What follows belongs to an exercise in optimizing a design on an open flow for small area and a short achievable clock period; a production flow would make more cautious choices.
The RTL was checked by simulation tests, not by an equivalence proof against the original design.

Setup of alpha:
==> flow/design.v (excerpt) <==
module md_unit (
  input  logic        clk,
  input  logic        reset,
  input  logic        start,
  input  logic [2:0]  op,
  input  logic [31:0] a,
  input  logic [31:0] b,
  input  logic        mthi,
  input  logic        mtlo,
  output logic        busy,
  output logic        done,
  output logic [31:0] hi,
  output logic [31:0] lo
);
Size: about 2600 cells after synthesis.
make LEC_CHECK=0 CAP_MARGIN=20 CORE_MARGIN=2 CORE_UTILIZATION=40 SLEW_MARGIN=20 finish   # period 80.0 ns
run.sh (not shown) runs the stock make flow with config.mk's settings and CLKGATE_MAP_FILE= SYNTH_SCRIPT=/design/flow/synth_recipe.tcl, a recipe that flattens the netlist after the stock synthesis.
alpha did not stop at any stage, and its layout met the timing, design-rule and antenna checks.
Input changes introduced in beta (baseline for comparison: alpha):
==> flow/flow/run.sh (new file) <==
#!/bin/bash
# Standard ORFS layout, with port buffers of a normal drive cell and timing repair that
# aims for setup slack beyond zero at the design's clock period (over-fixing only; the
# clock and constraints are unchanged).
set -euo pipefail
export SETUP_SLACK_MARGIN=${SETUP_SLACK_MARGIN_OVERRIDE:-63}
export BUFFER_PORTS_ARGS="-buffer_cell sky130_fd_sc_hd__buf_2"
bash standard.sh > standard.log 2>&1
==> flow/standard.sh (new file) <==
#!/bin/bash
# synth_recipe.tcl (not shown) runs the flow's synth.tcl, then flattens the netlist and writes it again
# the make line also repeats each setting of config.mk as NAME=value (left out here)
make -C /OpenROAD-flow-scripts/flow DESIGN_CONFIG=/design/flow/config.mk WORK_HOME=/design/flow/orfs CLKGATE_MAP_FILE= SYNTH_SCRIPT=/design/flow/synth_recipe.tcl "${@:-finish}"
removed: flow/run.sh
Notes after the runs:
Compared with alpha, beta has extra setup slack. [compare] base=alpha new=beta: relative area change from synthesis to final layout +1.3 points, met1 capacity usage during global routing saw a decrease. beta gives less data arrival at the endpoint of the critical path than alpha did. Sequential share of layout area delta (beta -> alpha): insignificant. Total length of routed wires (higher): alpha. As far as count of clock-buffer cells in the layout goes, beta and alpha are indistinguishable; the numbers are identical. Number of global-route vias before repair (lower): alpha.

========
## job 101
The RTL this note starts from:
==> flow/design.v <==
module md_unit (
  input  logic        clk,
  input  logic        reset,
  input  logic        start,
  input  logic [2:0]  op,
  input  logic [31:0] a,
  input  logic [31:0] b,
  input  logic        mthi,
  input  logic        mtlo,
  output logic        busy,
  output logic        done,
  output logic [31:0] hi,
  output logic [31:0] lo
);
  localparam int RW = 35;   
  function automatic logic [RW-1:0] add_row(input logic [RW-1:0] x, input logic [RW-1:0] y,
                                            input logic c);
    logic [RW-1:0] g, p, gg, pp;
    logic [RW-1:0] s;
    g = x & y;
    p = x ^ y;
    gg = g;
    pp = p;
    gg[0] = g[0] | (p[0] & c);
    for (int d = 1; d < RW; d = d * 2)
      for (int i = 2 * d - 1; i < RW; i = i + 2 * d) begin
        gg[i] = gg[i] | (pp[i] & gg[i-d]);
        pp[i] = pp[i] & pp[i-d];
      end
    for (int d = 16; d >= 1; d = d / 2)
      for (int i = 3 * d - 1; i < RW; i = i + 2 * d) begin
        gg[i] = gg[i] | (pp[i] & gg[i-d]);
        pp[i] = pp[i] & pp[i-d];
      end
    s[0] = p[0] ^ c;
    for (int i = 1; i < RW; i++) s[i] = p[i] ^ gg[i-1];
    add_row = s;
  endfunction
  logic        busy_q, done_q;
  logic [3:0]  cnt_q;
  logic [2:0]  op_q;
  logic        a31_q;
  logic        bprev_q;
  logic [31:0] b_q;      
  logic [33:0] ph_q;     
  logic [31:0] pl_q;     
  logic [31:0] hi_q, lo_q;
  logic div_q, last_q, first_q, fin_q, inv_q, acch_q, busy_o;
  logic o0_q, t0_q, n0_q;    
  wire is_div  = div_q;
  wire sgn     = ~op_q[0];
  wire is_acc  = op_q[2];
  wire is_sub  = op_q[2] & op_q[1];
  wire last    = last_q;
  wire first_d = first_q & div_q;
  wire fin_d   = fin_q;
  wire a_neg   = sgn & a31_q;
  wire b_neg   = sgn & b_q[31];
  wire b_zero  = (b_q == 32'd0);
  wire         neg_en = is_div & ((first_d & a_neg) | (last & (a_neg ^ b_neg) & ~b_zero));
  logic [31:0] neg_out;
  always_comb begin
    logic seen;
    seen = 1'b0;
    for (int i = 0; i < 32; i++) begin
      neg_out[i] = pl_q[i] ^ (neg_en & seen);
      seen = seen | pl_q[i];
    end
  end
  wire [33:0] mc    = {{2{sgn & b_q[31]}}, b_q};            
  wire [7:0]  chunk = last ? {8{sgn & a31_q}} : pl_q[7:0];
  wire [8:0]  xb    = {chunk, bprev_q};
  wire        inv_r = inv_q;
  wire        acc_h = acch_q;
  wire [RW-1:0] x0  = {ph_q[33], ph_q};
  wire        rneg  = ph_q[33];
  logic [RW-1:0] xr [4];
  logic [RW-1:0] sr [4];
  logic [RW-1:0] y [4];
  logic [3:0]    cy;
  logic [3:0]    ge;
  always_comb begin
    xr[0] = x0;
    for (int k = 0; k < 4; k++) begin
      logic n, o, t, rn;
      rn = (k == 0) ? rneg : sr[k-1][RW-1];
      n = xb[2*k+2];
      o = xb[2*k+1] ^ xb[2*k];
      t = (xb[2*k+2] & ~xb[2*k+1] & ~xb[2*k]) | (~xb[2*k+2] & xb[2*k+1] & xb[2*k]);
      if (k == 0) begin
        o = o0_q;
        t = t0_q;
        n = n0_q;
      end else if (is_div) begin
        t = 1'b0;
        if (last) begin
          o = (k == 0) & rneg;
          n = (k == 0) & (b_neg ^ inv_r);
        end else begin
          o = 1'b1;
          n = ~rn ^ b_neg;
        end
      end else begin
        n = n ^ is_sub;
        if (k == 1 && last) n = 1'b0;
      end
      y[k] = ({RW{o}} & {mc[33], mc}) | ({RW{t}} & {mc, 1'b0});
      if (k == 1) y[k] = y[k] | ({RW{acc_h}} & {2'd0, hi_q, 1'b0});
      y[k] = y[k] ^ {RW{n}};
      cy[k] = n | ((k == 1) & inv_r);
      sr[k] = add_row(xr[k], y[k], cy[k]);
      ge[k] = ~sr[k][RW-1];
      if (k < 3) begin
        if (is_div || last)
          xr[k+1] = {sr[k][RW-2:0], (k == 0 && last) ? inv_r : pl_q[31-k]};
        else
          xr[k+1] = {{2{sr[k][RW-1]}}, sr[k][RW-1:2]};
      end
    end
  end
  logic o0_d, t0_d, n0_d;
  always_comb begin
    logic p1, p0, pm, sx, sub_in;
    sub_in = op[2] & op[1];
    sx     = sgn & a31_q;
    p1     = 1'b0;
    p0     = 1'b0;
    pm     = 1'b0;
    if (!busy_q) begin
      o0_d = a[0];
      t0_d = a[1] & ~a[0];
      n0_d = a[1] ^ sub_in;
    end else if (div_q) begin
      t0_d = 1'b0;
      if (first_q) begin
        o0_d = 1'b1;
        n0_d = ~b_neg;
      end else if (cnt_q == 4'd2) begin
        o0_d = sr[3][33];
        n0_d = b_neg ^ a_neg;
      end else begin
        o0_d = 1'b1;
        n0_d = ~sr[3][32] ^ b_neg;
      end
    end else begin
      if (cnt_q == 4'd2) begin
        p1 = sx;
        p0 = sx;
      end else begin
        p1 = pl_q[9];
        p0 = pl_q[8];
      end
      pm   = pl_q[7];
      o0_d = p0 ^ pm;
      t0_d = (p1 & ~p0 & ~pm) | (~p1 & p0 & pm);
      n0_d = p1 ^ is_sub;
    end
  end
  always_ff @(posedge clk) begin
    o0_q    <= o0_d;
    t0_q    <= t0_d;
    n0_q    <= n0_d;
    last_q  <= busy_q & (cnt_q == 4'd2);
    fin_q   <= busy_q & div_q & (cnt_q == 4'd3);
    inv_q   <= busy_q & div_q & (cnt_q == 4'd2) & a_neg;
    acch_q  <= busy_q & ~div_q & (cnt_q == 4'd2) & is_acc;
    first_q <= ~busy_q;
    if (!busy_q) begin
      div_q   <= (op[2:1] == 2'b01);
      op_q    <= op;
      cnt_q   <= (op[2:1] == 2'b01) ? 4'd10 : 4'd5;
      a31_q   <= a[31];
      bprev_q <= 1'b0;
      b_q     <= b;
      ph_q    <= {2'b00, lo_q & {32{op[2]}}};    
      pl_q    <= a;
    end else begin
      cnt_q <= cnt_q - 4'd1;
      if (is_div) begin
        if (first_d) begin
          ph_q <= {33'd0, neg_out[31]};
          pl_q <= {neg_out[30:0], 1'b0};
        end else begin
          ph_q <= fin_d ? (sr[3][33:0] ^ {34{a_neg}}) : {sr[3][32:0], pl_q[28]};
          pl_q <= {pl_q[27:0], ge[0], ge[1], ge[2], ge[3]};
        end
      end else begin
        ph_q    <= {sr[3][RW-1], sr[3][RW-1:2]};
        pl_q    <= {sr[3][1:0], sr[2][1:0], sr[1][1:0], sr[0][1:0], pl_q[31:8]};
        bprev_q <= pl_q[7];
      end
    end
  end
  always_ff @(posedge clk or negedge reset) begin
    if (!reset) begin
      busy_q <= 1'b0;
      busy_o <= 1'b0;
      done_q <= 1'b0;
      hi_q   <= '0;
      lo_q   <= '0;
    end else begin
      done_q <= busy_q & last;
      if (!busy_q) begin
        busy_q <= start;
        busy_o <= start;
        if (!start) begin
          if (mthi) hi_q <= a;
          if (mtlo) lo_q <= a;
        end
      end else if (last) begin
        busy_q <= 1'b0;
        busy_o <= 1'b0;
        hi_q   <= sr[1][32:1];
        lo_q   <= neg_out;
      end
    end
  end
  assign busy = busy_o;
  assign done = done_q;
  assign hi   = hi_q;
  assign lo   = lo_q;
endmodule
export LEC_CHECK = 0
export ABC_AREA = 1
export CAP_MARGIN = 20
export CORE_MARGIN = 2
export CORE_UTILIZATION = 40
export SLEW_MARGIN = 20
create_clock -name core_clock -period 80.0 [get_ports {clk}]
standard.sh (not shown) runs the stock make flow with config.mk's settings and CLKGATE_MAP_FILE= SYNTH_SCRIPT=/design/flow/synth_recipe.tcl, a recipe that flattens the netlist after the stock synthesis.
==> flow/flow/run.sh <==
#!/bin/bash
# Standard ORFS layout (the standard.sh) with three changes to how it is built:
#  - port buffers start as the smallest buffer (repair resizes them where timing needs it);
#  - clock tree synthesis without dummy balancing loads, with the default clock buffers;
#  - timing repair aims for setup slack beyond zero at the design's clock period
#    (over-fixing only; the clock period and constraints are the design's).
# Each tool's output stays in ORFS's own per-step logs under orfs/logs; make's output is in
# standard.log.
set -euo pipefail
export SETUP_SLACK_MARGIN=62.7
export BUFFER_PORTS_ARGS="-buffer_cell sky130_fd_sc_hd__buf_1"
export CTS_ARGS="-sink_clustering_enable -repair_clock_nets -dont_use_dummy_load"
bash standard.sh > standard.log 2>&1
Edits applied to the flow inputs when going from job 101 to job 102:
# job 101
export LEC_CHECK = 0
export ABC_AREA = 1
export CAP_MARGIN = 20
export CORE_MARGIN = 2
export CORE_UTILIZATION = 40
export SLEW_MARGIN = 20
create_clock -name core_clock -period 80.0 [get_ports {clk}]
# job 102
export LEC_CHECK = 0
export ABC_AREA = 1
export CAP_MARGIN = 20
export CORE_MARGIN = 2
export CORE_UTILIZATION = 60
export SLEW_MARGIN = 20
create_clock -name core_clock -period 80.0 [get_ports {clk}]
--- outcome ---
Relative to job 101, number of optimization iterations in the first detailed-route pass increased by 4 in job 102. Job 102 vs. job 101: via count went up by 2.4%, fraction of standard cell area that is sequential went up by 0.29 points, final standard cell area without fillers went down by 1.3%, routed wire length now sits lower, initial antenna violation count up 1. Floorplan die area for job 102: 16,000 µm² down relative to job 101. Worst path setup slack after routing: lower on job 102.
Setup changes, job 102 to job 103
# job 102
export LEC_CHECK = 0
export ABC_AREA = 1
export CAP_MARGIN = 20
export CORE_MARGIN = 2
export CORE_UTILIZATION = 60
export SLEW_MARGIN = 20
create_clock -name core_clock -period 80.0 [get_ports {clk}]
# job 103
export LEC_CHECK = 0
export CAP_MARGIN = 20
export CORE_MARGIN = 2
export CORE_UTILIZATION = 40
export SLEW_MARGIN = 20
create_clock -name core_clock -period 80.0 [get_ports {clk}]
==> flow/flow/run.sh <==
#!/bin/bash
# Standard ORFS layout (the standard.sh) with three changes to how it is built:
#  - port buffers start as the smallest buffer (repair resizes them where timing needs it);
#  - clock tree synthesis without dummy balancing loads, with clkbuf_8 leaf buffers;
#  - timing repair aims for setup slack beyond zero at the design's clock period
#    (over-fixing only; the clock period and constraints are the design's).
# Each tool's output stays in ORFS's own per-step logs under orfs/logs; make's output is in
# standard.log.
set -euo pipefail
export SETUP_SLACK_MARGIN=63
export BUFFER_PORTS_ARGS="-buffer_cell sky130_fd_sc_hd__buf_1"
export CTS_ARGS="-sink_clustering_enable -repair_clock_nets -dont_use_dummy_load -buf_list sky130_fd_sc_hd__clkbuf_8 -root_buf sky130_fd_sc_hd__clkbuf_16"
bash standard.sh > standard.log 2>&1
==> run summary <==
- Sort job 102 and job 103 by routed via count asc -> top: job 103
- Relative to job 102, job 103 improves minimum clock period after layout.
- Summary of job 103 over job 102: post-route worst setup slack shows an increase of 0.18 ns, global routing usage summed across all routing layers went down 12 points.
## Diff of input files: job 104 against job 103
==> flow/flow/run.sh <==
#!/bin/bash
# Standard ORFS layout, with port buffers of a normal drive cell and timing repair that
# aims for setup slack beyond zero at the design's clock period (over-fixing only; the
# clock and constraints are unchanged).
set -euo pipefail
export SETUP_SLACK_MARGIN=${SETUP_SLACK_MARGIN_OVERRIDE:-63}
export BUFFER_PORTS_ARGS="-buffer_cell sky130_fd_sc_hd__buf_2"
bash standard.sh > standard.log 2>&1
--- outcome ---
- Delta (job 104 minus job 103): maximum clock path buffer count level; routed length on met2 now sits higher; post-route minimum period shows an increase of 0.054 ns; global placer's final weighted congestion now larger.
- On final worst hold slack, job 104 does worse than job 103.
- Job 104 | stages: all done | timing, DRC, antenna: all pass
- Diff job 104..job 103 | area fraction in and, or, nand and nor cells after synthesis | unchanged
- Comparing job 104 with job 103, the share of the clock period used by the worst path after layout came out essentially unchanged.
- In the tables for job 104 and job 103, fraction of met1 tracks used by global routing reads higher with job 104.
- Job 103 -> job 104: amount of wire on met3 after detailed routing decreased by more than 10%

-- afterwards: timing with drivers on the ports --
The flow's constraints put no driver on any port. The routed layouts listed below were extracted and timed again, unchanged, in two steps.
Step 1: set_driving_cell puts a clkbuf_16 on clk and a buf_2 on each other input, an assumption about the parent block.
Step 2 times the ports against the registers' clock, not the clock port: input delays grow and output delays shrink by t, the midpoint of the rising clock arrivals with the driver on.
a / b / c = ideal / step 1 / step 2; a / b = the first two.
run	shift t [ns]	slack for setup (ns)	hold WS [ns]	worst setup path after step 2	clock arrival spread, ns
alpha	0.567	61.722 / 61.722 / 61.722	0.475 / 0.475 / 0.475	register to register	0.025 / 0.025
beta	0.560	62.872 / 62.810 / 62.552	0.485 / 0.485 / 0.485	input to register	0.029 / 0.029
job 101	0.547	62.813 / 62.754 / 62.516	0.491 / 0.491 / 0.491	input to register	0.043 / 0.042
job 102	0.515	62.756 / 62.703 / 62.498	0.484 / 0.484 / 0.484	input to register	0.023 / 0.024
job 103	0.480	62.932 / 62.873 / 62.661	0.498 / 0.498 / 0.498	input to register	0.044 / 0.044
job 104	0.540	62.878 / 62.823 / 62.657	0.484 / 0.484 / 0.484	input to register	0.023 / 0.024
After both steps setup and hold are still met in every run listed. The setup slack of beta, which loses most, moves by -0.062 ns with the drivers and by -0.320 ns with both steps.
